Source: an optimization exercise on an open RTL-to-GDS flow (aim: small area). Production flows keep margins and buffers that such runs may drop.
In this exercise RTL edits were held to simulation tests only and were not proved equivalent to the original.

--- design/flow/standard.sh ---
#!/bin/bash
# synth_recipe.tcl (not shown) runs the flow's synth.tcl, then flattens the netlist and writes it again
# the make line also repeats each setting of config.mk as NAME=value (left out here)
make -C /OpenROAD-flow-scripts/flow DESIGN_CONFIG=/design/flow/config.mk WORK_HOME=/design/flow/orfs CLKGATE_MAP_FILE= SYNTH_SCRIPT=/design/flow/synth_recipe.tcl "${@:-finish}"
--- design/flow/design.v ---
package alu_pkg;
    localparam int DATA_W    = 16;
    localparam int FRAC_W    = 10;
    localparam int INST_W    = 4;
    localparam int ACC_W_DEF = 36;    
    typedef logic signed [DATA_W-1:0] data_t;
    localparam data_t DATA_MAX = {1'b0, {(DATA_W-1){1'b1}}};    
    localparam data_t DATA_MIN = {1'b1, {(DATA_W-1){1'b0}}};    
    typedef enum logic [INST_W-1:0] {
        OP_ADD       = 0,
        OP_SUB       = 1,
        OP_MAC       = 2,
        OP_GRAY      = 4,
        OP_ROR       = 6,
        OP_CLZ       = 7,
        OP_TRANSPOSE = 9
    } op_e;
    localparam int MAT_N  = 8;
    localparam int ELEM_W = 2;
    typedef logic [$clog2(MAT_N)-1:0] idx_t;    
endpackage
module alu_mac (
    input  logic [15:0] a,
    input  logic [8:0]  b,
    input  logic [36:0] x,
    input  logic        cin,
    output logic [36:0] s,
    output logic        ovf
);
    logic one1;
    logic two2;
    logic neg3;
    logic pp4;
    logic pp5;
    logic pp6;
    logic pp7;
    logic pp8;
    logic pp9;
    logic pp10;
    logic pp11;
    logic pp12;
    logic pp13;
    logic pp14;
    logic pp15;
    logic pp16;
    logic pp17;
    logic pp18;
    logic pp19;
    logic pp20;
    logic one21;
    logic two22;
    logic neg23;
    logic pp24;
    logic pp25;
    logic pp26;
    logic pp27;
    logic pp28;
    logic pp29;
    logic pp30;
    logic pp31;
    logic pp32;
    logic pp33;
    logic pp34;
    logic pp35;
    logic pp36;
    logic pp37;
    logic pp38;
    logic pp39;
    logic pp40;
    logic one41;
    logic two42;
    logic neg43;
    logic pp44;
    logic pp45;
    logic pp46;
    logic pp47;
    logic pp48;
    logic pp49;
    logic pp50;
    logic pp51;
    logic pp52;
    logic pp53;
    logic pp54;
    logic pp55;
    logic pp56;
    logic pp57;
    logic pp58;
    logic pp59;
    logic pp60;
    logic one61;
    logic two62;
    logic neg63;
    logic pp64;
    logic pp65;
    logic pp66;
    logic pp67;
    logic pp68;
    logic pp69;
    logic pp70;
    logic pp71;
    logic pp72;
    logic pp73;
    logic pp74;
    logic pp75;
    logic pp76;
    logic pp77;
    logic pp78;
    logic pp79;
    logic pp80;
    logic s81;
    logic c82;
    logic s83;
    logic c84;
    logic s85;
    logic c86;
    logic s87;
    logic c88;
    logic s89;
    logic c90;
    logic s91;
    logic c92;
    logic s93;
    logic c94;
    logic s95;
    logic c96;
    logic s97;
    logic c98;
    logic s99;
    logic c100;
    logic s101;
    logic c102;
    logic s103;
    logic c104;
    logic s105;
    logic c106;
    logic s107;
    logic c108;
    logic s109;
    logic c110;
    logic s111;
    logic c112;
    logic s113;
    logic c114;
    logic s115;
    logic c116;
    logic s117;
    logic c118;
    logic s119;
    logic c120;
    logic s121;
    logic c122;
    logic s123;
    logic c124;
    logic s125;
    logic c126;
    logic s127;
    logic c128;
    logic s129;
    logic c130;
    logic s131;
    logic c132;
    logic s133;
    logic c134;
    logic s135;
    logic c136;
    logic s137;
    logic c138;
    logic s139;
    logic c140;
    logic s141;
    logic c142;
    logic s143;
    logic c144;
    logic s145;
    logic c146;
    logic s147;
    logic c148;
    logic s149;
    logic c150;
    logic s151;
    logic c152;
    logic s153;
    logic c154;
    logic s155;
    logic c156;
    logic s157;
    logic c158;
    logic s159;
    logic c160;
    logic s161;
    logic c162;
    logic s163;
    logic c164;
    logic s165;
    logic c166;
    logic s167;
    logic c168;
    logic s169;
    logic c170;
    logic s171;
    logic c172;
    logic s173;
    logic c174;
    logic s175;
    logic c176;
    logic s177;
    logic c178;
    logic s179;
    logic c180;
    logic s181;
    logic c182;
    logic s183;
    logic c184;
    logic s185;
    logic c186;
    logic s187;
    logic c188;
    logic s189;
    logic c190;
    logic s191;
    logic c192;
    logic s193;
    logic c194;
    logic s195;
    logic c196;
    logic s197;
    logic c198;
    logic s199;
    logic c200;
    logic s201;
    logic c202;
    logic s203;
    logic c204;
    logic s205;
    logic c206;
    logic s207;
    logic c208;
    logic s209;
    logic c210;
    logic s211;
    logic c212;
    logic s213;
    logic c214;
    logic s215;
    logic c216;
    logic s217;
    logic c218;
    logic s219;
    logic c220;
    logic s221;
    logic c222;
    logic s223;
    logic c224;
    logic s225;
    logic c226;
    logic s227;
    logic c228;
    logic s229;
    logic c230;
    logic s231;
    logic c232;
    logic s233;
    logic c234;
    logic s235;
    logic c236;
    logic s237;
    logic c238;
    logic s239;
    logic c240;
    logic s241;
    logic c242;
    logic s243;
    logic c244;
    logic s245;
    logic c246;
    logic s247;
    logic c248;
    logic s249;
    logic c250;
    logic s251;
    logic c252;
    logic [36:0] r0, r1;
    assign one1 = b[1] ^ b[0];
    assign two2 = (b[2] & ~b[1] & ~b[0]) | (~b[2] & b[1] & b[0]);
    assign neg3 = b[2];
    assign pp4 = ((one1 & a[0]) | (two2 & 1'b0)) ^ neg3;
    assign pp5 = ((one1 & a[1]) | (two2 & a[0])) ^ neg3;
    assign pp6 = ((one1 & a[2]) | (two2 & a[1])) ^ neg3;
    assign pp7 = ((one1 & a[3]) | (two2 & a[2])) ^ neg3;
    assign pp8 = ((one1 & a[4]) | (two2 & a[3])) ^ neg3;
    assign pp9 = ((one1 & a[5]) | (two2 & a[4])) ^ neg3;
    assign pp10 = ((one1 & a[6]) | (two2 & a[5])) ^ neg3;
    assign pp11 = ((one1 & a[7]) | (two2 & a[6])) ^ neg3;
    assign pp12 = ((one1 & a[8]) | (two2 & a[7])) ^ neg3;
    assign pp13 = ((one1 & a[9]) | (two2 & a[8])) ^ neg3;
    assign pp14 = ((one1 & a[10]) | (two2 & a[9])) ^ neg3;
    assign pp15 = ((one1 & a[11]) | (two2 & a[10])) ^ neg3;
    assign pp16 = ((one1 & a[12]) | (two2 & a[11])) ^ neg3;
    assign pp17 = ((one1 & a[13]) | (two2 & a[12])) ^ neg3;
    assign pp18 = ((one1 & a[14]) | (two2 & a[13])) ^ neg3;
    assign pp19 = ((one1 & a[15]) | (two2 & a[14])) ^ neg3;
    assign pp20 = ~(((one1 & a[15]) | (two2 & a[15])) ^ neg3);
    assign one21 = b[3] ^ b[2];
    assign two22 = (b[4] & ~b[3] & ~b[2]) | (~b[4] & b[3] & b[2]);
    assign neg23 = b[4];
    assign pp24 = ((one21 & a[0]) | (two22 & 1'b0)) ^ neg23;
    assign pp25 = ((one21 & a[1]) | (two22 & a[0])) ^ neg23;
    assign pp26 = ((one21 & a[2]) | (two22 & a[1])) ^ neg23;
    assign pp27 = ((one21 & a[3]) | (two22 & a[2])) ^ neg23;
    assign pp28 = ((one21 & a[4]) | (two22 & a[3])) ^ neg23;
    assign pp29 = ((one21 & a[5]) | (two22 & a[4])) ^ neg23;
    assign pp30 = ((one21 & a[6]) | (two22 & a[5])) ^ neg23;
    assign pp31 = ((one21 & a[7]) | (two22 & a[6])) ^ neg23;
    assign pp32 = ((one21 & a[8]) | (two22 & a[7])) ^ neg23;
    assign pp33 = ((one21 & a[9]) | (two22 & a[8])) ^ neg23;
    assign pp34 = ((one21 & a[10]) | (two22 & a[9])) ^ neg23;
    assign pp35 = ((one21 & a[11]) | (two22 & a[10])) ^ neg23;
    assign pp36 = ((one21 & a[12]) | (two22 & a[11])) ^ neg23;
    assign pp37 = ((one21 & a[13]) | (two22 & a[12])) ^ neg23;
    assign pp38 = ((one21 & a[14]) | (two22 & a[13])) ^ neg23;
    assign pp39 = ((one21 & a[15]) | (two22 & a[14])) ^ neg23;
    assign pp40 = ~(((one21 & a[15]) | (two22 & a[15])) ^ neg23);
    assign one41 = b[5] ^ b[4];
    assign two42 = (b[6] & ~b[5] & ~b[4]) | (~b[6] & b[5] & b[4]);
    assign neg43 = b[6];
    assign pp44 = ((one41 & a[0]) | (two42 & 1'b0)) ^ neg43;
    assign pp45 = ((one41 & a[1]) | (two42 & a[0])) ^ neg43;
    assign pp46 = ((one41 & a[2]) | (two42 & a[1])) ^ neg43;
    assign pp47 = ((one41 & a[3]) | (two42 & a[2])) ^ neg43;
    assign pp48 = ((one41 & a[4]) | (two42 & a[3])) ^ neg43;
    assign pp49 = ((one41 & a[5]) | (two42 & a[4])) ^ neg43;
    assign pp50 = ((one41 & a[6]) | (two42 & a[5])) ^ neg43;
    assign pp51 = ((one41 & a[7]) | (two42 & a[6])) ^ neg43;
    assign pp52 = ((one41 & a[8]) | (two42 & a[7])) ^ neg43;
    assign pp53 = ((one41 & a[9]) | (two42 & a[8])) ^ neg43;
    assign pp54 = ((one41 & a[10]) | (two42 & a[9])) ^ neg43;
    assign pp55 = ((one41 & a[11]) | (two42 & a[10])) ^ neg43;
    assign pp56 = ((one41 & a[12]) | (two42 & a[11])) ^ neg43;
    assign pp57 = ((one41 & a[13]) | (two42 & a[12])) ^ neg43;
    assign pp58 = ((one41 & a[14]) | (two42 & a[13])) ^ neg43;
    assign pp59 = ((one41 & a[15]) | (two42 & a[14])) ^ neg43;
    assign pp60 = ~(((one41 & a[15]) | (two42 & a[15])) ^ neg43);
    assign one61 = b[7] ^ b[6];
    assign two62 = (b[8] & ~b[7] & ~b[6]) | (~b[8] & b[7] & b[6]);
    assign neg63 = b[8];
    assign pp64 = ((one61 & a[0]) | (two62 & 1'b0)) ^ neg63;
    assign pp65 = ((one61 & a[1]) | (two62 & a[0])) ^ neg63;
    assign pp66 = ((one61 & a[2]) | (two62 & a[1])) ^ neg63;
    assign pp67 = ((one61 & a[3]) | (two62 & a[2])) ^ neg63;
    assign pp68 = ((one61 & a[4]) | (two62 & a[3])) ^ neg63;
    assign pp69 = ((one61 & a[5]) | (two62 & a[4])) ^ neg63;
    assign pp70 = ((one61 & a[6]) | (two62 & a[5])) ^ neg63;
    assign pp71 = ((one61 & a[7]) | (two62 & a[6])) ^ neg63;
    assign pp72 = ((one61 & a[8]) | (two62 & a[7])) ^ neg63;
    assign pp73 = ((one61 & a[9]) | (two62 & a[8])) ^ neg63;
    assign pp74 = ((one61 & a[10]) | (two62 & a[9])) ^ neg63;
    assign pp75 = ((one61 & a[11]) | (two62 & a[10])) ^ neg63;
    assign pp76 = ((one61 & a[12]) | (two62 & a[11])) ^ neg63;
    assign pp77 = ((one61 & a[13]) | (two62 & a[12])) ^ neg63;
    assign pp78 = ((one61 & a[14]) | (two62 & a[13])) ^ neg63;
    assign pp79 = ((one61 & a[15]) | (two62 & a[14])) ^ neg63;
    assign pp80 = ~(((one61 & a[15]) | (two62 & a[15])) ^ neg63);
    assign s81 = neg43 ^ x[4];
    assign c82 = neg43 & x[4];
    assign s83 = x[5] ^ pp9;
    assign c84 = x[5] & pp9;
    assign s85 = neg63 ^ x[6] ^ pp10;
    assign c86 = (neg63 & x[6]) | (neg63 & pp10) | (x[6] & pp10);
    assign s87 = pp28 ^ pp46;
    assign c88 = pp28 & pp46;
    assign s89 = x[7] ^ pp11 ^ pp29;
    assign c90 = (x[7] & pp11) | (x[7] & pp29) | (pp11 & pp29);
    assign s91 = pp47 ^ pp65;
    assign c92 = pp47 & pp65;
    assign s93 = x[8] ^ pp12 ^ pp30;
    assign c94 = (x[8] & pp12) | (x[8] & pp30) | (pp12 & pp30);
    assign s95 = pp48 ^ pp66;
    assign c96 = pp48 & pp66;
    assign s97 = x[9] ^ pp13 ^ pp31;
    assign c98 = (x[9] & pp13) | (x[9] & pp31) | (pp13 & pp31);
    assign s99 = pp49 ^ pp67;
    assign c100 = pp49 & pp67;
    assign s101 = x[10] ^ pp14 ^ pp32;
    assign c102 = (x[10] & pp14) | (x[10] & pp32) | (pp14 & pp32);
    assign s103 = pp50 ^ pp68;
    assign c104 = pp50 & pp68;
    assign s105 = x[11] ^ pp15 ^ pp33;
    assign c106 = (x[11] & pp15) | (x[11] & pp33) | (pp15 & pp33);
    assign s107 = pp51 ^ pp69;
    assign c108 = pp51 & pp69;
    assign s109 = x[12] ^ pp16 ^ pp34;
    assign c110 = (x[12] & pp16) | (x[12] & pp34) | (pp16 & pp34);
    assign s111 = pp52 ^ pp70;
    assign c112 = pp52 & pp70;
    assign s113 = x[13] ^ pp17 ^ pp35;
    assign c114 = (x[13] & pp17) | (x[13] & pp35) | (pp17 & pp35);
    assign s115 = pp53 ^ pp71;
    assign c116 = pp53 & pp71;
    assign s117 = x[14] ^ pp18 ^ pp36;
    assign c118 = (x[14] & pp18) | (x[14] & pp36) | (pp18 & pp36);
    assign s119 = pp54 ^ pp72;
    assign c120 = pp54 & pp72;
    assign s121 = x[15] ^ pp19 ^ pp37;
    assign c122 = (x[15] & pp19) | (x[15] & pp37) | (pp19 & pp37);
    assign s123 = pp55 ^ pp73;
    assign c124 = pp55 & pp73;
    assign s125 = 1'b1 ^ x[16] ^ pp20;
    assign c126 = (1'b1 & x[16]) | (1'b1 & pp20) | (x[16] & pp20);
    assign s127 = pp38 ^ pp56 ^ pp74;
    assign c128 = (pp38 & pp56) | (pp38 & pp74) | (pp56 & pp74);
    assign s129 = 1'b1 ^ x[17] ^ pp39;
    assign c130 = (1'b1 & x[17]) | (1'b1 & pp39) | (x[17] & pp39);
    assign s131 = pp57 ^ pp75;
    assign c132 = pp57 & pp75;
    assign s133 = x[18] ^ pp40 ^ pp58;
    assign c134 = (x[18] & pp40) | (x[18] & pp58) | (pp40 & pp58);
    assign s135 = 1'b1 ^ x[19];
    assign c136 = 1'b1 & x[19];
    assign s137 = neg3 ^ x[0];
    assign c138 = neg3 & x[0];
    assign s139 = neg23 ^ x[2];
    assign c140 = neg23 & x[2];
    assign s141 = x[3] ^ pp7;
    assign c142 = x[3] & pp7;
    assign s143 = s81 ^ pp8 ^ pp26;
    assign c144 = (s81 & pp8) | (s81 & pp26) | (pp8 & pp26);
    assign s145 = c82 ^ pp27 ^ pp45;
    assign c146 = (c82 & pp27) | (c82 & pp45) | (pp27 & pp45);
    assign s147 = pp64 ^ c84 ^ s87;
    assign c148 = (pp64 & c84) | (pp64 & s87) | (c84 & s87);
    assign s149 = c88 ^ s91 ^ c86;
    assign c150 = (c88 & s91) | (c88 & c86) | (s91 & c86);
    assign s151 = c92 ^ s95 ^ c90;
    assign c152 = (c92 & s95) | (c92 & c90) | (s95 & c90);
    assign s153 = c96 ^ s99 ^ c94;
    assign c154 = (c96 & s99) | (c96 & c94) | (s99 & c94);
    assign s155 = c100 ^ s103 ^ c98;
    assign c156 = (c100 & s103) | (c100 & c98) | (s103 & c98);
    assign s157 = c104 ^ s107 ^ c102;
    assign c158 = (c104 & s107) | (c104 & c102) | (s107 & c102);
    assign s159 = c108 ^ s111 ^ c106;
    assign c160 = (c108 & s111) | (c108 & c106) | (s111 & c106);
    assign s161 = c112 ^ s115 ^ c110;
    assign c162 = (c112 & s115) | (c112 & c110) | (s115 & c110);
    assign s163 = c116 ^ s119 ^ c114;
    assign c164 = (c116 & s119) | (c116 & c114) | (s119 & c114);
    assign s165 = c120 ^ s123 ^ c118;
    assign c166 = (c120 & s123) | (c120 & c118) | (s123 & c118);
    assign s167 = c124 ^ c122 ^ s125;
    assign c168 = (c124 & c122) | (c124 & s125) | (c122 & s125);
    assign s169 = s131 ^ c126 ^ c128;
    assign c170 = (s131 & c126) | (s131 & c128) | (c126 & c128);
    assign s171 = pp76 ^ c132 ^ c130;
    assign c172 = (pp76 & c132) | (pp76 & c130) | (c132 & c130);
    assign s173 = s135 ^ pp59 ^ pp77;
    assign c174 = (s135 & pp59) | (s135 & pp77) | (pp59 & pp77);
    assign s175 = x[20] ^ c136 ^ pp60;
    assign c176 = (x[20] & c136) | (x[20] & pp60) | (c136 & pp60);
    assign s177 = 1'b1 ^ x[21];
    assign c178 = 1'b1 & x[21];
    assign s179 = cin ^ s137;
    assign c180 = cin & s137;
    assign s181 = x[1] ^ c138 ^ pp5;
    assign c182 = (x[1] & c138) | (x[1] & pp5) | (c138 & pp5);
    assign s183 = s139 ^ pp6 ^ pp24;
    assign c184 = (s139 & pp6) | (s139 & pp24) | (pp6 & pp24);
    assign s185 = c140 ^ pp25 ^ s141;
    assign c186 = (c140 & pp25) | (c140 & s141) | (pp25 & s141);
    assign s187 = pp44 ^ c142 ^ s143;
    assign c188 = (pp44 & c142) | (pp44 & s143) | (c142 & s143);
    assign s189 = s83 ^ c144 ^ s145;
    assign c190 = (s83 & c144) | (s83 & s145) | (c144 & s145);
    assign s191 = c146 ^ s85 ^ s147;
    assign c192 = (c146 & s85) | (c146 & s147) | (s85 & s147);
    assign s193 = s89 ^ c148 ^ s149;
    assign c194 = (s89 & c148) | (s89 & s149) | (c148 & s149);
    assign s195 = s93 ^ c150 ^ s151;
    assign c196 = (s93 & c150) | (s93 & s151) | (c150 & s151);
    assign s197 = s97 ^ c152 ^ s153;
    assign c198 = (s97 & c152) | (s97 & s153) | (c152 & s153);
    assign s199 = s101 ^ c154 ^ s155;
    assign c200 = (s101 & c154) | (s101 & s155) | (c154 & s155);
    assign s201 = s105 ^ c156 ^ s157;
    assign c202 = (s105 & c156) | (s105 & s157) | (c156 & s157);
    assign s203 = s109 ^ c158 ^ s159;
    assign c204 = (s109 & c158) | (s109 & s159) | (c158 & s159);
    assign s205 = s113 ^ c160 ^ s161;
    assign c206 = (s113 & c160) | (s113 & s161) | (c160 & s161);
    assign s207 = s117 ^ c162 ^ s163;
    assign c208 = (s117 & c162) | (s117 & s163) | (c162 & s163);
    assign s209 = s121 ^ c164 ^ s165;
    assign c210 = (s121 & c164) | (s121 & s165) | (c164 & s165);
    assign s211 = s127 ^ c166 ^ s167;
    assign c212 = (s127 & c166) | (s127 & s167) | (c166 & s167);
    assign s213 = s129 ^ s169 ^ c168;
    assign c214 = (s129 & s169) | (s129 & c168) | (s169 & c168);
    assign s215 = s133 ^ c170 ^ s171;
    assign c216 = (s133 & c170) | (s133 & s171) | (c170 & s171);
    assign s217 = c134 ^ s173 ^ c172;
    assign c218 = (c134 & s173) | (c134 & c172) | (s173 & c172);
    assign s219 = pp78 ^ c174 ^ s175;
    assign c220 = (pp78 & c174) | (pp78 & s175) | (c174 & s175);
    assign s221 = s177 ^ pp79 ^ c176;
    assign c222 = (s177 & pp79) | (s177 & c176) | (pp79 & c176);
    assign s223 = x[22] ^ c178 ^ pp80;
    assign c224 = (x[22] & c178) | (x[22] & pp80) | (c178 & pp80);
    assign s225 = 1'b1 ^ x[23];
    assign c226 = 1'b1 & x[23];
    assign s227 = 1'b1 ^ x[24];
    assign c228 = 1'b1 & x[24];
    assign s229 = 1'b1 ^ x[25];
    assign c230 = 1'b1 & x[25];
    assign s231 = 1'b1 ^ x[26];
    assign c232 = 1'b1 & x[26];
    assign s233 = 1'b1 ^ x[27];
    assign c234 = 1'b1 & x[27];
    assign s235 = 1'b1 ^ x[28];
    assign c236 = 1'b1 & x[28];
    assign s237 = 1'b1 ^ x[29];
    assign c238 = 1'b1 & x[29];
    assign s239 = 1'b1 ^ x[30];
    assign c240 = 1'b1 & x[30];
    assign s241 = 1'b1 ^ x[31];
    assign c242 = 1'b1 & x[31];
    assign s243 = 1'b1 ^ x[32];
    assign c244 = 1'b1 & x[32];
    assign s245 = 1'b1 ^ x[33];
    assign c246 = 1'b1 & x[33];
    assign s247 = 1'b1 ^ x[34];
    assign c248 = 1'b1 & x[34];
    assign s249 = 1'b1 ^ x[35];
    assign c250 = 1'b1 & x[35];
    assign s251 = 1'b1 ^ x[36];
    assign c252 = 1'b1 & x[36];
    assign r0 = {s251, s249, s247, s245, s243, s241, s239, s237, s235, s233, s231, s229, s227, s225, s223, s221, s219, s217, s215, s213, s211, s209, s207, s205, s203, s201, s199, s197, s195, s193, s191, s189, s187, s185, s183, s181, pp4};
    assign r1 = {c250, c248, c246, c244, c242, c240, c238, c236, c234, c232, c230, c228, c226, c224, c222, c220, c218, c216, c214, c212, c210, c208, c206, c204, c202, c200, c198, c196, c194, c192, c190, c188, c186, c184, c182, c180, s179};
    logic [36:0] g, p;
    assign g = r0 & r1;
    assign p = r0 ^ r1;
    logic bg1, bp1;
    assign bg1 = g[1] | (p[1] & g[0]);
    assign bp1 = p[1] & p[0];
    logic bg2, bp2;
    assign bg2 = g[3] | (p[3] & g[2]);
    assign bp2 = p[3] & p[2];
    logic bg3, bp3;
    assign bg3 = g[5] | (p[5] & g[4]);
    assign bp3 = p[5] & p[4];
    logic bg4, bp4;
    assign bg4 = g[7] | (p[7] & g[6]);
    assign bp4 = p[7] & p[6];
    logic bg5, bp5;
    assign bg5 = g[9] | (p[9] & g[8]);
    assign bp5 = p[9] & p[8];
    logic bg6, bp6;
    assign bg6 = g[11] | (p[11] & g[10]);
    assign bp6 = p[11] & p[10];
    logic bg7, bp7;
    assign bg7 = g[13] | (p[13] & g[12]);
    assign bp7 = p[13] & p[12];
    logic bg8, bp8;
    assign bg8 = g[15] | (p[15] & g[14]);
    assign bp8 = p[15] & p[14];
    logic bg9, bp9;
    assign bg9 = g[17] | (p[17] & g[16]);
    assign bp9 = p[17] & p[16];
    logic bg10, bp10;
    assign bg10 = g[19] | (p[19] & g[18]);
    assign bp10 = p[19] & p[18];
    logic bg11, bp11;
    assign bg11 = g[21] | (p[21] & g[20]);
    assign bp11 = p[21] & p[20];
    logic bg12, bp12;
    assign bg12 = g[23] | (p[23] & g[22]);
    assign bp12 = p[23] & p[22];
    logic bg13, bp13;
    assign bg13 = g[25] | (p[25] & g[24]);
    assign bp13 = p[25] & p[24];
    logic bg14, bp14;
    assign bg14 = g[27] | (p[27] & g[26]);
    assign bp14 = p[27] & p[26];
    logic bg15, bp15;
    assign bg15 = g[29] | (p[29] & g[28]);
    assign bp15 = p[29] & p[28];
    logic bg16, bp16;
    assign bg16 = g[31] | (p[31] & g[30]);
    assign bp16 = p[31] & p[30];
    logic bg17, bp17;
    assign bg17 = g[33] | (p[33] & g[32]);
    assign bp17 = p[33] & p[32];
    logic bg18, bp18;
    assign bg18 = g[35] | (p[35] & g[34]);
    assign bp18 = p[35] & p[34];
    logic bg19, bp19;
    assign bg19 = bg2 | (bp2 & bg1);
    assign bp19 = bp2 & bp1;
    logic bg20, bp20;
    assign bg20 = bg4 | (bp4 & bg3);
    assign bp20 = bp4 & bp3;
    logic bg21, bp21;
    assign bg21 = bg6 | (bp6 & bg5);
    assign bp21 = bp6 & bp5;
    logic bg22, bp22;
    assign bg22 = bg8 | (bp8 & bg7);
    assign bp22 = bp8 & bp7;
    logic bg23, bp23;
    assign bg23 = bg10 | (bp10 & bg9);
    assign bp23 = bp10 & bp9;
    logic bg24, bp24;
    assign bg24 = bg12 | (bp12 & bg11);
    assign bp24 = bp12 & bp11;
    logic bg25, bp25;
    assign bg25 = bg14 | (bp14 & bg13);
    assign bp25 = bp14 & bp13;
    logic bg26, bp26;
    assign bg26 = bg16 | (bp16 & bg15);
    assign bp26 = bp16 & bp15;
    logic bg27, bp27;
    assign bg27 = bg18 | (bp18 & bg17);
    assign bp27 = bp18 & bp17;
    logic bg28, bp28;
    assign bg28 = bg20 | (bp20 & bg19);
    assign bp28 = bp20 & bp19;
    logic bg29, bp29;
    assign bg29 = bg22 | (bp22 & bg21);
    assign bp29 = bp22 & bp21;
    logic bg30, bp30;
    assign bg30 = bg24 | (bp24 & bg23);
    assign bp30 = bp24 & bp23;
    logic bg31, bp31;
    assign bg31 = bg26 | (bp26 & bg25);
    assign bp31 = bp26 & bp25;
    logic bg32, bp32;
    assign bg32 = bg29 | (bp29 & bg28);
    assign bp32 = bp29 & bp28;
    logic bg33, bp33;
    assign bg33 = bg31 | (bp31 & bg30);
    assign bp33 = bp31 & bp30;
    logic bg34, bp34;
    assign bg34 = bg33 | (bp33 & bg32);
    assign bp34 = bp33 & bp32;
    logic bg35, bp35;
    assign bg35 = bg30 | (bp30 & bg32);
    assign bp35 = bp30 & bp32;
    logic bg36, bp36;
    assign bg36 = bg21 | (bp21 & bg28);
    assign bp36 = bp21 & bp28;
    logic bg37, bp37;
    assign bg37 = bg23 | (bp23 & bg32);
    assign bp37 = bp23 & bp32;
    logic bg38, bp38;
    assign bg38 = bg25 | (bp25 & bg35);
    assign bp38 = bp25 & bp35;
    logic bg39, bp39;
    assign bg39 = bg27 | (bp27 & bg34);
    assign bp39 = bp27 & bp34;
    logic bg40, bp40;
    assign bg40 = bg3 | (bp3 & bg19);
    assign bp40 = bp3 & bp19;
    logic bg41, bp41;
    assign bg41 = bg5 | (bp5 & bg28);
    assign bp41 = bp5 & bp28;
    logic bg42, bp42;
    assign bg42 = bg7 | (bp7 & bg36);
    assign bp42 = bp7 & bp36;
    logic bg43, bp43;
    assign bg43 = bg9 | (bp9 & bg32);
    assign bp43 = bp9 & bp32;
    logic bg44, bp44;
    assign bg44 = bg11 | (bp11 & bg37);
    assign bp44 = bp11 & bp37;
    logic bg45, bp45;
    assign bg45 = bg13 | (bp13 & bg35);
    assign bp45 = bp13 & bp35;
    logic bg46, bp46;
    assign bg46 = bg15 | (bp15 & bg38);
    assign bp46 = bp15 & bp38;
    logic bg47, bp47;
    assign bg47 = bg17 | (bp17 & bg34);
    assign bp47 = bp17 & bp34;
    logic bg48, bp48;
    assign bg48 = g[2] | (p[2] & bg1);
    assign bp48 = p[2] & bp1;
    logic bg49, bp49;
    assign bg49 = g[4] | (p[4] & bg19);
    assign bp49 = p[4] & bp19;
    logic bg50, bp50;
    assign bg50 = g[6] | (p[6] & bg40);
    assign bp50 = p[6] & bp40;
    logic bg51, bp51;
    assign bg51 = g[8] | (p[8] & bg28);
    assign bp51 = p[8] & bp28;
    logic bg52, bp52;
    assign bg52 = g[10] | (p[10] & bg41);
    assign bp52 = p[10] & bp41;
    logic bg53, bp53;
    assign bg53 = g[12] | (p[12] & bg36);
    assign bp53 = p[12] & bp36;
    logic bg54, bp54;
    assign bg54 = g[14] | (p[14] & bg42);
    assign bp54 = p[14] & bp42;
    logic bg55, bp55;
    assign bg55 = g[16] | (p[16] & bg32);
    assign bp55 = p[16] & bp32;
    logic bg56, bp56;
    assign bg56 = g[18] | (p[18] & bg43);
    assign bp56 = p[18] & bp43;
    logic bg57, bp57;
    assign bg57 = g[20] | (p[20] & bg37);
    assign bp57 = p[20] & bp37;
    logic bg58, bp58;
    assign bg58 = g[22] | (p[22] & bg44);
    assign bp58 = p[22] & bp44;
    logic bg59, bp59;
    assign bg59 = g[24] | (p[24] & bg35);
    assign bp59 = p[24] & bp35;
    logic bg60, bp60;
    assign bg60 = g[26] | (p[26] & bg45);
    assign bp60 = p[26] & bp45;
    logic bg61, bp61;
    assign bg61 = g[28] | (p[28] & bg38);
    assign bp61 = p[28] & bp38;
    logic bg62, bp62;
    assign bg62 = g[30] | (p[30] & bg46);
    assign bp62 = p[30] & bp46;
    logic bg63, bp63;
    assign bg63 = g[32] | (p[32] & bg34);
    assign bp63 = p[32] & bp34;
    logic bg64, bp64;
    assign bg64 = g[34] | (p[34] & bg47);
    assign bp64 = p[34] & bp47;
    logic bg65, bp65;
    assign bg65 = g[36] | (p[36] & bg39);
    assign bp65 = p[36] & bp39;
    logic [36:0] cc;
    assign cc[0] = 1'b0;
    assign cc[1] = g[0];
    assign cc[2] = bg1;
    assign cc[3] = bg48;
    assign cc[4] = bg19;
    assign cc[5] = bg49;
    assign cc[6] = bg40;
    assign cc[7] = bg50;
    assign cc[8] = bg28;
    assign cc[9] = bg51;
    assign cc[10] = bg41;
    assign cc[11] = bg52;
    assign cc[12] = bg36;
    assign cc[13] = bg53;
    assign cc[14] = bg42;
    assign cc[15] = bg54;
    assign cc[16] = bg32;
    assign cc[17] = bg55;
    assign cc[18] = bg43;
    assign cc[19] = bg56;
    assign cc[20] = bg37;
    assign cc[21] = bg57;
    assign cc[22] = bg44;
    assign cc[23] = bg58;
    assign cc[24] = bg35;
    assign cc[25] = bg59;
    assign cc[26] = bg45;
    assign cc[27] = bg60;
    assign cc[28] = bg38;
    assign cc[29] = bg61;
    assign cc[30] = bg46;
    assign cc[31] = bg62;
    assign cc[32] = bg34;
    assign cc[33] = bg63;
    assign cc[34] = bg47;
    assign cc[35] = bg64;
    assign cc[36] = bg39;
    assign s = p ^ cc;
    logic q0, q1;
    assign q0 = ~((p[18] ^ (r0[17] | r1[17])) | (p[19] ^ (r0[18] | r1[18])) | (p[20] ^ (r0[19] | r1[19])) | (p[21] ^ (r0[20] | r1[20])) | (p[22] ^ (r0[21] | r1[21])) | (p[23] ^ (r0[22] | r1[22])) | (p[24] ^ (r0[23] | r1[23])) | (p[25] ^ (r0[24] | r1[24])) | (p[26] ^ (r0[25] | r1[25])) | (p[27] ^ (r0[26] | r1[26])) | (p[28] ^ (r0[27] | r1[27])));
    assign q1 = ~((p[18] ^ ~(r0[17] & r1[17])) | (p[19] ^ ~(r0[18] & r1[18])) | (p[20] ^ ~(r0[19] & r1[19])) | (p[21] ^ ~(r0[20] & r1[20])) | (p[22] ^ ~(r0[21] & r1[21])) | (p[23] ^ ~(r0[22] & r1[22])) | (p[24] ^ ~(r0[23] & r1[23])) | (p[25] ^ ~(r0[24] & r1[24])) | (p[26] ^ ~(r0[25] & r1[25])) | (p[27] ^ ~(r0[26] & r1[26])) | (p[28] ^ ~(r0[27] & r1[27])));
    assign ovf = s[17] ? ~q1 : ~q0;
endmodule
`timescale 1ns/1ns
module alu (
    input  logic        i_clk,
    input  logic        i_rst_n,
    input  logic        i_in_valid,
    input  logic [3:0]  i_inst,
    input  logic [15:0] i_data_a,
    input  logic [15:0] i_data_b,
    output logic        o_busy,
    output logic        o_out_valid,
    output logic [15:0] o_data
);
    logic       tp;
    logic [2:0] cnt;
    logic       in_tp;
    logic       loading;
    logic       accept;
    assign in_tp   = (i_inst == 4'd9);
    assign loading = o_busy & tp & ~o_out_valid;
    assign accept  = i_in_valid & (~o_busy | loading);
    always_ff @(posedge i_clk or negedge i_rst_n) begin
        if (!i_rst_n) begin
            o_busy      <= 1'b0;
            o_out_valid <= 1'b0;
            tp          <= 1'b0;
            cnt         <= 3'd0;
        end else begin
            if (!o_busy) begin
                if (i_in_valid) begin
                    o_busy      <= 1'b1;
                    o_out_valid <= ~in_tp;
                    tp          <= in_tp;
                    if (in_tp) cnt <= cnt + 3'd1;
                end
            end else if (!tp) begin
                o_busy      <= 1'b0;
                o_out_valid <= 1'b0;
            end else if (!o_out_valid) begin
                if (i_in_valid) begin
                    cnt <= cnt + 3'd1;
                    if (cnt == 3'd7) o_out_valid <= 1'b1;
                end
            end else begin
                cnt <= cnt + 3'd1;
                if (cnt == 3'd7) begin
                    o_busy      <= 1'b0;
                    o_out_valid <= 1'b0;
                end
            end
        end
    end
    logic [15:0] w [8];
    logic        shift_col;
    assign shift_col = o_busy | in_tp;
    always_ff @(posedge i_clk) begin
        if (accept) begin
            w[7] <= i_data_a;
            w[6] <= shift_col ? w[7] : i_data_b;
            w[5][15:4] <= w[6][15:4];
            w[5][3:0]  <= shift_col ? w[6][3:0] : i_inst;
            for (int k = 0; k < 5; k++) w[k] <= w[k+1];
        end
    end
    logic [15:0] ra, rb;
    logic [3:0]  rop;
    assign ra  = w[7];
    assign rb  = w[6];
    assign rop = w[5][3:0];
    logic op_mac, op_addsub, op_sub;
    assign op_mac    = (rop == 4'd2);
    assign op_addsub = (rop[3:1] == 3'd0);
    assign op_sub    = rop[0];
    logic [15:0] m_a;
    logic [8:0]  m_b;
    logic [36:0] x_add;
    logic        cin;
    logic [36:0] sum;
    logic [36:0] acc;
    logic        ovf;       
    logic        use_acc;
    assign m_a   = o_busy ? ra : i_data_a;
    assign m_b   = o_busy ? (op_mac ? rb[15:7] : 9'd8) : {i_data_b[7:0], 1'b0};
    assign use_acc = ~o_busy | op_mac;
    assign cin     = o_busy & ~op_mac & op_sub;
    logic        acc_vld;
    logic [36:0] acc_rd;
    assign acc_rd  = acc_vld ? acc : 37'd512;
    assign x_add   = use_acc ? acc_rd
                   : {{19{rb[15] ^ op_sub}}, rb ^ {16{op_sub}}, op_sub, op_sub};
    alu_mac u_mac (
        .a   (m_a),
        .b   (m_b),
        .x   (x_add),
        .cin (cin),
        .s   (sum),
        .ovf (ovf)
    );
    logic [36:0] s2;
    logic        s2_mid_zero;
    logic        s2_hi, s2_lo;
    logic [36:0] acc_clamp;
    assign s2          = {sum[28:0], acc[36:29]};
    assign s2_mid_zero = (s2[34:9] == 26'd0);
    assign s2_hi       = ~s2[36] & s2[35] & ~s2_mid_zero;
    assign s2_lo       = s2[36] & (~s2[35] | s2_mid_zero);
    assign acc_clamp   = s2_hi ? {2'b01, 26'd0, 9'h1FF}
                       : s2_lo ? {2'b11, 25'd0, 1'b1, 9'd0}
                       : s2;
    logic mac_p1, mac_p2;
    assign mac_p1 = ~o_busy & i_in_valid & (i_inst == 4'd2);
    assign mac_p2 = o_busy & ~tp & op_mac;
    always_ff @(posedge i_clk or negedge i_rst_n) begin
        if (!i_rst_n) begin
            acc_vld <= 1'b0;
        end else if (mac_p1) begin
            acc_vld <= 1'b1;
        end
    end
    always_ff @(posedge i_clk) begin
        if (mac_p1) begin
            acc <= {sum[7:0], sum[36:8]};
        end else if (mac_p2) begin
            acc <= acc_clamp;
        end
    end
    logic [15:0] arith_res;
    assign arith_res = ovf ? (sum[28] ? 16'h8000 : 16'h7FFF) : sum[17:2];
    logic [15:0] gray_res, ror_res, clz_res;
    logic [31:0] rot_wide;
    logic [4:0]  lz;
    assign gray_res = ra ^ (ra >> 1);
    assign rot_wide = {ra, ra} >> rb;
    assign ror_res  = rot_wide[15:0];
    always_comb begin
        lz = 5'd16;
        for (int i = 0; i < 16; i++) begin
            if (ra[i]) lz = 5'(15 - i);
        end
    end
    assign clz_res = {11'd0, lz};
    logic [7:0]  rsel;
    logic [15:0] row;
    always_comb begin
        for (int r = 0; r < 8; r++) rsel[r] = (cnt == 3'(r));
        row = '0;
        for (int r = 0; r < 8; r++) begin
            for (int c = 0; c < 8; c++) begin
                row[15-2*c -: 2] = row[15-2*c -: 2] | ({2{rsel[r]}} & w[c][15-2*r -: 2]);
            end
        end
    end
    always_comb begin
        if (tp) begin
            o_data = row;
        end else begin
            case (rop)
                4'd0, 4'd1, 4'd2: o_data = arith_res;
                4'd4:             o_data = gray_res;
                4'd6:             o_data = ror_res;
                4'd7:             o_data = clz_res;
                default:          o_data = 16'd0;
            endcase
        end
    end
endmodule
--- design/flow/constraint.sdc ---
create_clock -name core_clock -period 11.0 [get_ports {i_clk}]
set_input_delay 2.2000 -clock core_clock [delete_from_list [all_inputs] [get_ports {i_clk}]]
set_output_delay 2.2000 -clock core_clock [all_outputs]
set_load 0.01 [all_outputs]
--- design/flow/flow/run.sh ---
#!/bin/bash
set -euo pipefail
bash standard.sh \
  "BUFFER_PORTS_ARGS=-buffer_cell sky130_fd_sc_hd__buf_2" \
  REMOVE_ABC_BUFFERS=1 \
  "CTS_ARGS=-sink_clustering_enable -repair_clock_nets -buf_list sky130_fd_sc_hd__clkbuf_8 -dont_use_dummy_load" \
  finish > flow_make.log 2>&1
--- design/flow/config.mk ---
export PLATFORM = sky130hd
export DESIGN_NAME = alu
export DESIGN_NICKNAME = alu
export VERILOG_FILES = /design/flow/design.v
export SDC_FILE = /design/flow/constraint.sdc
export NUM_CORES = 4
export LEC_CHECK = 0
export ABC_AREA = 1
export CAP_MARGIN = 20
export CORE_MARGIN = 2
export CORE_UTILIZATION = 55
export CTS_BUF_LIST = sky130_fd_sc_hd__clkbuf_8
export GPL_TIMING_DRIVEN = 0
export SLEW_MARGIN = 20
==> impl_metrics.csv, run 1 <==
group,metric,value,unit
run_status,status,"timing/DRC/antenna clean",
drt,wire_per_inst,21.92,um
place,port_buffers,56,
clock_network,clkTransAtPathRegs,110,ps
yosys,avgSynthCellArea,8.276,um2
yosys,yosysSeqAreaShare,34.71,%
yosys,yosysMostFrequentCell,"nand2_1",
final_layout,synthToLayoutAreaGrowth,7.052,%
place,gp_congestion,0.9487,
global_routing,grt_start_max_net_pins,42,
global_routing,grt_overflow_total,0,
die,num_rows,60,
final_layout,n_antenna_cell,0,
clock_network,clockBufferDepth,2,
die,die_w,167.9,um
critical_path,cp-start-kind,"primary input",
yosys,yosys_warnings,2,
place,place_area,15360,um2
critical_path,cp.required,8800,ps
critical_path,critPathMaxStageDelay,520,ps
clock_network,cts_hold_buf,0,
clock_network,clkLatencyLatePin,480,ps
die,dieArea,28200,um2
yosys,synth_top_cell_by_area,"edfxtp_1",
worst_hold_path,hold_class,"flip-flop to flip-flop",
timing,setup_ws,331.0,ps
timing,period_needed,10670,ps
yosys,synth_edf_count,165,
global_routing,grt_pass1_wl,72220,um
timing,hold_viol_final,0,
critical_path,path_buf_inv,7,
yosys,synth-main-ff-cell,"edfxtp_1",
drt,drt_iter0_drc,1582,
timing,setup_violations,0,
drt,antenna_left,0,
clock_network,clock-sinks,172,
critical_path,cp-end-kind,"primary output",
final_layout,fin_area,15820,um2
die,pin_count,57,
yosys,yosysTopAreaCellShare,33.52,%
flow_run,drv_cap,0,
critical_path,crit_top_cell,"nand2_1",
timing,slew-limit-headroom,29.08,%
critical_path,crit_fanout,16,
yosys,synthDistinctLibCells,49,
critical_path,crit_family,"simple AND/OR/NAND/NOR gates",
critical_path,crit_slowest_cell,"fa_1",
critical_path,worstSetupPathType,"primary input to primary output",
final_layout,fill_cells,2530,
clock_network,clockRootBuffer,"clkbuf_8",
final_layout,fin_util,59.37,%
clock_network,numCtsBuffers,17,
timing,finalCritPeriodShare,96.99,%
die,start_util,55.46,%
critical_path,cp.arrival,8470,ps
yosys,ys_top_cells_by_count,"509 x nand2_1, 220 x inv_1, 165 x edfxtp_1",
yosys,synthArstFlopShare,4.070,%
timing,worst-slew-pin-transition,1056,ps
final_layout,final_nets,1994,
drt,avgViaCountPerCell,6.051,
global_routing,grt_usage,33.94,%
drt,route.detailed.drc,0,
die,fp.dieH,167.9,um
timing,finalHoldWorstSlack,426.2,ps
timing,fin_tns_setup,0,ps
final_layout,drive_gt1_share,8.809,%
clock_network,h-tree-depth,4,
die,core,26650,um2
drt,vias,12990,
global_routing,antenna_found_initial,0,
critical_path,r2r_slack,2490,ps
place,place.detailed.hpwl,36040,um
drt,routed_wl,47040,um
drt,firstDrtPassIters,6,
timing,drv_slew,0,
global_routing,grt_pass1_vias,12440,
clock_network,cts_tree,"yes",
yosys,netlist_instances,1786,
yosys,synth.area.top_cells,"edfxtp_1 34%, nand2_1 13%, fa_1 10%, ha_1 6.3%, inv_1 5.6%",
place,post-place-ws,-1642,ps
yosys,ys_ff_latch,172,
yosys,netlist_area,14780,um2
timing,fmax,93.73,MHz
timing,skew,35.48,ps
==> per-layer routing <==
layer | routed length [um] | vias up | track usage, %
met2 | 22440 | 585 | 56.49
met4 | 2434 | 0 | 16.45
met3 | 3465 | 126 | 4.231
li1 | - | 6036 | -
met5 | 0 | - | 0
met1 | 18700 | 6239 | 44.23
==> path summary, 6_finish.rpt <==
kind | end | depth (start not counted) | startpoint
max in group asynchronous | o_busy | 1 | i_rst_n
min in group asynchronous | o_out_valid | 1 | i_rst_n
worst min-delay path | w[1][0] | 0 | w[2][0]
worst max-delay path | o_data[11] | 35 | i_data_b[3]
worst min register to register | w[1][0] | 0 | w[2][0]
worst max register to register | acc[12] | 32 | o_busy
==> cells in the final DEF, fill, tap and decap left out, types with 19 or more instances in the layout <==
master	netlist	final
fa_1	74	74
o21ai_0	80	78
xnor2_1	20	19
xor2_1	87	87
a22oi_1	20	20
inv_1	220	220
nand3_1	117	115
nand4_1	50	50
a21oi_1	56	53
ha_1	74	74
o22ai_1	50	50
buf_2	16	56
edfxtp_1	165	165
nor2_1	49	46
nand2_1	509	502
==> logic make-up after synthesis <==
family	after synthesis	synth area share, %
AOI/OAI and AO/OA	294	12.70
xor gates and xnor gates	107	6.340
adders and majority gates	148	16.29
buffers and inverters	308	8.262
DFF	172	34.71
and+or+nand+nor	757	21.70
==> layout make-up <==
class	count	area, um2	area share (%)
Tap cell	341	426.7	2.696
Sequential cell	172	5134	32.44
Inverter	230	863.3	5.456
Timing Repair Buffer	78	534.3	3.377
Clock buffer	17	234.0	1.479
Multi-Input combinational cell	1308	8631	54.55
==> registers in the layout (all words and copies together) (netlist names) <==
register	count
o_busy	1
w	128
o_out_valid	1
acc	37
acc_vld	1
tp	1
cnt	3
==> what timing repair did <==
action | in CTS | in global routing
gates cloned | 1 | 1
pin swaps | 3 | 3
setup buffers | 7 | 5
gates resized for setup | 14 | 12
setup endpoints to repair | 16 | 16
==> through the flow <==
stage / std cells
2_1_floorplan: 1708
3_3_place_gp: 2105
3_5_place_dp: 2115
4_1_cts: 2140
5_1_grt: 2146
6_report: 2146
==> inputs of run 2 (changes only) <==
==> design/flow/flow/run.sh (replaced) <==
#!/bin/bash
set -euo pipefail
bash standard.sh \
  "BUFFER_PORTS_ARGS=-buffer_cell sky130_fd_sc_hd__buf_1" \
  REMOVE_ABC_BUFFERS=1 \
  "CTS_ARGS=-sink_clustering_enable -repair_clock_nets -buf_list sky130_fd_sc_hd__clkbuf_8 -dont_use_dummy_load" \
  finish > flow_make.log 2>&1
--- a/design/flow/config.mk
+++ b/design/flow/config.mk
@@ -8,7 +8,7 @@
 export ABC_AREA = 1
 export CAP_MARGIN = 20
 export CORE_MARGIN = 2
-export CORE_UTILIZATION = 55
+export CORE_UTILIZATION = 65
 export CTS_BUF_LIST = sky130_fd_sc_hd__clkbuf_8
 export GPL_TIMING_DRIVEN = 0
 export SLEW_MARGIN = 20
==> impl_metrics.csv, run 2 <==
group,metric,value,unit
yosys,synth.area.top_cells,"edfxtp_1 34%, nand2_1 13%, fa_1 10%, ha_1 6.3%, inv_1 5.6%",
clock_network,clkTransAtPathRegs,110,ps
place,place_area,15180,um2
drt,firstDrtPassIters,6,
drt,antenna_left,0,
drt,wire_per_inst,22.15,um
flow_run,drv_cap,0,
drt,routed_wl,46140,um
clock_network,h-tree-depth,4,
final_layout,layout_common_cells,"503 x nand2_1, 220 x inv_1, 165 x edfxtp_1",
global_routing,grt_overflow_total,0,
yosys,yosysTopAreaCellShare,33.52,%
critical_path,cp.arrival,8570,ps
timing,finalCritPeriodShare,97.88,%
yosys,ys_top_cells_by_count,"509 x nand2_1, 220 x inv_1, 165 x edfxtp_1",
place,place.detailed.hpwl,34580,um
critical_path,critPathMaxStageDelay,530,ps
yosys,synth-main-ff-cell,"edfxtp_1",
timing,hold_viol_final,0,
final_layout,largest-register,"w",
yosys,synth_edf_count,165,
timing,slew-limit-headroom,28.16,%
timing,skew,41.23,ps
final_layout,fin_area,15590,um2
place,post-place-ws,-1653,ps
critical_path,crit_fanout,16,
critical_path,crit_top_cell,"nand2_1",
final_layout,layout_commonest_cell,"nand2_1",
critical_path,crit_start,"i_data_b[3]",
yosys,synthArstFlopShare,4.070,%
final_layout,synthToLayoutAreaGrowth,5.485,%
drt,drt_iter0_drc,1787,
timing,setup_ws,233.2,ps
clock_network,clock-sinks,172,
timing,period_needed,10770,ps
yosys,netlist_instances,1786,
critical_path,r2r_start,"o_busy",
worst_hold_path,min_from,"w[4][13]",
final_layout,largest_reg_flops,128,
final_layout,n_antenna_cell,0,
timing,setup_violations,0,
global_routing,antenna_found_initial,0,
worst_hold_path,hold_class,"flip-flop to flip-flop",
global_routing,grt_pass1_vias,12610,
final_layout,top_regs,"w x128, acc x37, cnt x3",
place,port_buffers,56,
yosys,avgSynthCellArea,8.276,um2
die,start_util,65.68,%
yosys,ys_ff_latch,172,
yosys,synth_top_cell_by_area,"edfxtp_1",
final_layout,final_nets,1987,
die,fp.dieH,154.8,um
clock_network,clockRootBuffer,"clkbuf_8",
place,gp_congestion,0.9881,
run_status,status,"timing/DRC/antenna clean",
die,pin_count,57,
timing,fin_tns_setup,0,ps
critical_path,cp-start-kind,"primary input",
drt,avgViaCountPerCell,6.357,
timing,rsz0062_at_grt,"yes",
yosys,netlist_area,14780,um2
clock_network,clkLatencyLatePin,480,ps
die,dieArea,23960,um2
clock_network,cts_tree,"yes",
yosys,yosysSeqAreaShare,34.71,%
clock_network,clockBufferDepth,2,
drt,route.detailed.drc,0,
final_layout,fill_cells,1856,
global_routing,grt_pass1_wl,70600,um
critical_path,cp-end-kind,"primary output",
timing,worst-slew-pin-transition,1074,ps
die,die_w,154.8,um
critical_path,crit_slowest_cell,"fa_1",
die,num_rows,55,
global_routing,grt_start_max_net_pins,42,
yosys,synthDistinctLibCells,49,
drt,vias,13240,
critical_path,worstSetupPathType,"primary input to primary output",
clock_network,cts_hold_buf,0,
timing,drv_slew,0,
yosys,yosysMostFrequentCell,"nand2_1",
die,core,22500,um2
global_routing,grt_usage,39.07,%
timing,fmax,92.88,MHz
critical_path,cp.required,8800,ps
clock_network,numCtsBuffers,17,
yosys,yosys_warnings,2,
final_layout,drive_gt1_share,5.284,%
==> run 2: cells by family (layout without fill, tap and decap cells) <==
| group | count (synthesis) | after routing | synth area share [%] |
|---|---|---|---|
| buf+inv | 308 | 319 | 8.262 |
| fa+ha+maj | 148 | 148 | 16.29 |
| compound gates | 294 | 295 | 12.70 |
| xor+xnor | 107 | 107 | 6.340 |
| simple gates | 757 | 757 | 21.70 |
| flops | 172 | 172 | 34.71 |
==> run 2: per-layer routing <==
metal | global-route usage (%) | part of all wire, % | vias to the layer above
li1 | - | - | 6018
met1 | 49.20 | 37 | 6260
met2 | 64.69 | 47 | 800
met3 | 6.500 | 9.2 | 163
met4 | 21.56 | 6.3 | 0
met5 | 0 | 0 | -
==> run 2: path summary, 6_finish.rpt <==
check                           depth (start not counted)         end  slack [ps]
max in group asynchronous                               1      o_busy        8850
worst max register to register                         30     acc[10]        2350
min in group asynchronous                               1      cnt[2]        1700
worst min register to register                          0    w[3][13]         420
worst max-delay path                                   34  o_data[10]         230
worst min-delay path                                    0    w[3][13]         420
==> run 2: stage by stage <==
step | hold slack, ps | util, % | instances
after CTS | 414.7 | 68.99 | 2082
after detailed placement | 432.7 | 67.47 | 2058
after global routing | 417.1 | 69.29 | 2083
after floorplan | 426.4 | - | 1708
final | 420.8 | 69.29 | 2083
after global placement | 428.4 | 66.61 | 2049
==> run 2: final cells by class <==
class / count / area [um2] / area share, %
multi-input cells: 1307 / 8612 / 55.24
clock buffers: 17 / 234.0 / 1.501
well taps: 285 / 356.6 / 2.287
repair buffers: 72 / 391.6 / 2.512
flip-flops and latches: 172 / 5134 / 32.93
inverters: 230 / 863.3 / 5.537
==> run 2: critical path: cells and delay by family <==
family                     cells  cell delay [ps]
AOI/OAI and AO/OA              5              960
and+or+nand+nor               15             2060
xor gates and xnor gates       2              450
buffers and inverters          7              770
adders and majority gates      5             2100
==> run 2: timing repair <==
| item | CTS | global route |
|---|---|---|
| endpoints found under the setup margin | 16 | 16 |
| buffers inserted | 6 | 1 |
| cloned | 1 | 0 |
| gates resized for setup | 13 | 10 |
| pin swaps | 3 | 1 |
==> inputs of run 3 (changes only) <==
--- a/design/flow/design.v
+++ b/design/flow/design.v
@@ -844,9 +844,8 @@
     assign ra  = w[7];
     assign rb  = w[6];
     assign rop = w[5][3:0];
-    logic op_mac, op_addsub, op_sub;
+    logic op_mac, op_sub;
     assign op_mac    = (rop == 4'd2);
-    assign op_addsub = (rop[3:1] == 3'd0);
     assign op_sub    = rop[0];
     logic [15:0] m_a;
     logic [8:0]  m_b;
==> impl_metrics.csv, run 3 <==
group,metric,value,unit
run_status,status,"timing/DRC/antenna clean",
critical_path,crit_start,"i_data_b[5]",
final_layout,largest_reg_flops,128,
yosys,synth_top_family_by_area,"simple AND/OR/NAND/NOR gates",
yosys,synthXorXnorAreaFrac,6.340,%
yosys,yosysSeqAreaShare,34.71,%
timing,rsz0062_at_grt,"no",
timing,skew,44.73,ps
yosys,synth_top_cell_by_area,"edfxtp_1",
timing,finalCritPeriodShare,98.09,%
die,die_w,154.8,um
critical_path,cp-end-kind,"primary output",
drt,wire_per_inst,21.82,um
yosys,yosysTopAreaCellShare,33.52,%
drt,maxUsedRoutingLayer,"met4",
critical_path,cp.arrival,8590,ps
worst_hold_path,hold_class,"flip-flop to flip-flop",
yosys,ys_top_cells_by_count,"509 x nand2_1, 220 x inv_1, 165 x edfxtp_1",
drt,drt_iter0_drc,1660,
drt,routed_wl,45700,um
final_layout,fin_util,69.83,%
clock_network,clockRootBuffer,"clkbuf_8",
yosys,synth_edf_count,165,
die,num_rows,55,
final_layout,largest-register,"w",
clock_network,cts_hold_buf,0,
drt,met1_length,16570,um
place,place_inst,2060,
yosys,yosysMostFrequentCell,"nand2_1",
timing,setup_violations,0,
timing,finalHoldWorstSlack,424.3,ps
final_layout,fin_area,15710,um2
timing,hold_viol_final,0,
global_routing,grt_start_max_net_pins,42,
yosys,yosys_warnings,2,
yosys,synth-main-ff-cell,"edfxtp_1",
critical_path,crit_fanout,16,
drt,route.detailed.drc,0,
final_layout,drive_gt1_share,5.801,%
critical_path,cp-start-kind,"primary input",
timing,worst-slew-pin-transition,997.2,ps
yosys,netlist_area,14780,um2
die,start_util,65.68,%
drt,dr_wl_met3,4501,um
timing,period_needed,10790,ps
place,place.detailed.hpwl,34490,um
critical_path,r2r_slack,2300,ps
critical_path,r2r_end,"acc[10]",
drt,avgViaCountPerCell,6.356,
critical_path,cp.required,8800,ps
final_layout,layout_common_cells,"504 x nand2_1, 220 x inv_1, 165 x edfxtp_1",
timing,drv_slew,0,
clock_network,clock-sinks,172,
critical_path,critPathMaxStageDelay,530,ps
clock_network,numCtsBuffers,17,
final_layout,final_nets,1999,
clock_network,clkLatencyLatePin,480,ps
global_routing,grt_pass1_vias,12770,
yosys,netlist_instances,1786,
clock_network,cts_tree,"yes",
yosys,synthSimpleGateAreaFrac,21.70,%
die,dieArea,23960,um2
yosys,avgSynthCellArea,8.276,um2
global_routing,grt_pass1_wl,70070,um
final_layout,synthToLayoutAreaGrowth,6.315,%
yosys,yosys.area_share.adder,16.29,%
yosys,ys_ff_latch,172,
critical_path,r2r_start,"o_busy",
critical_path,critPathCapture,"o_data[10]",
yosys,synth.area.top_cells,"edfxtp_1 34%, nand2_1 13%, fa_1 10%, ha_1 6.3%, inv_1 5.6%",
yosys,synthArstFlopShare,4.070,%
clock_network,clkTransAtPathRegs,110,ps
global_routing,grt_usage,38.66,%
critical_path,crit_top_cell,"nand2_1",
flow_run,drv_cap,0,
global_routing,antenna_found_initial,0,
place,gp_congestion,0.9917,
clock_network,h-tree-depth,4,
drt,antenna_left,0,
final_layout,layout_commonest_cell,"nand2_1",
die,pin_count,57,
yosys,synth_compound_area_share,12.70,%
clock_network,clockBufferDepth,2,
final_layout,n_antenna_cell,0,
place,place_area,15210,um2
drt,vias,13320,
die,fp.dieH,154.8,um
timing,slew-limit-headroom,32.68,%
die,core,22500,um2
drt,firstDrtPassIters,8,
timing,fmax,92.68,MHz
yosys,synth_mux_area_share,0,%
final_layout,top_regs,"w x128, acc x37, cnt x3",
drt,wl_met2,21090,um
critical_path,worstRegToRegCells,33,
final_layout,finalNonFillerCells,2095,
global_routing,grt_overflow_total,0,
critical_path,worstSetupPathType,"primary input to primary output",
critical_path,crit_slowest_cell,"fa_1",
yosys,synthDistinctLibCells,49,
place,port_buffers,56,
## run 3: cell counts after synthesis
Identical to the previous run, type by type.
## run 3: worst min-delay path by stage
stage                   from       end  slack, ps  depth (start not counted)
global placement     w[4][3]   w[3][3]        430                          0
detailed placement  w[1][15]  w[0][15]        430                          0
floorplan            w[2][6]   w[1][6]        430                          0
global route        w[3][15]  w[2][15]        410                          0
finish              w[3][15]  w[2][15]        420                          0
CTS                 w[3][15]  w[2][15]        420                          0
## run 3: layout make-up
type | instances | area (um2)
fill | 1832 | 6789
multi-input combinational | 1307 | 8622
clock buffer | 17 | 234.0
inverter | 230 | 863.3
tap | 285 | 356.6
timing repair buffer | 84 | 504.2
sequential | 172 | 5134
## run 3: per-stage QoR
stage,TNS (ps),setup slack (ps)
floorplan,-178310,-1393
finish,0,209.9
detailed placement,-24740,-1652
global placement,-646760,-4881
CTS,-64.97,-22.31
global route,0,0.9939
## run 3: critical path, delay by kind of cell
kind / cells / cell delay (ps)
AO/OA/AOI/OAI: 5 / 1130
XOR/XNOR: 2 / 430
adder cells (fa/ha/maj): 5 / 2180
buffers and inverters: 7 / 710
AND/OR/NAND/NOR: 14 / 1930
## run 3: metal layers
layer  vias up  GRT usage [%]
met5         -              0
met4         0          26.32
met3       195          7.789
met2       803          62.07
met1      6279          47.37
li1       6038              -
## run 3: what timing repair did
action | CTS | global route
resized for setup | 14 | 13
gates cloned | 1 | 0
setup buffers | 7 | 10
pin swaps | 3 | 6
setup endpoints to repair | 16 | 16
## run 3: logic make-up after synthesis
| group | after synthesis |
|---|---|
| compound gates | 294 |
| flops | 172 |
| buf+inv | 308 |
| xor+xnor | 107 |
| fa+ha+maj | 148 |
| simple gates | 757 |

==> port drivers added, routing unchanged <==
How much do the figures lean on ideal ports? The routed layouts below were timed once more, with nothing changed but the port constraints.
Step 1 sets driving cells, clkbuf_16 on the clock port and buf_2 on the other inputs (assumed; they add their load-dependent delay and slew).
Step 2 also shifts input and output timing later by t, the mid clock arrival at the registers, as if the neighbouring blocks saw the same clock.
Three values: ideal ports, drivers, drivers and shift; two values: the first two.
| run | shift t [ns] | setup WS [ns] | worst hold slack (ns) | worst setup path at the end | worst data-port slew with drivers (ns) |
|---|---|---|---|---|---|
| run 1 | 0.502 | 0.331 / 0.305 / 0.305 | 0.426 / 0.426 / 0.426 | input to output | 0.04 |
| run 2 | 0.506 | 0.233 / 0.211 / 0.211 | 0.421 / 0.421 / 0.421 | input to output | 0.04 |
| run 3 | 0.501 | 0.210 / 0.185 / 0.185 | 0.424 / 0.424 / 0.424 | input to output | 0.05 |
After both steps setup and hold are still met in every run listed. For run 1, which loses most, drivers alone change the setup slack by -0.026 ns; drivers and shift together by -0.026 ns.
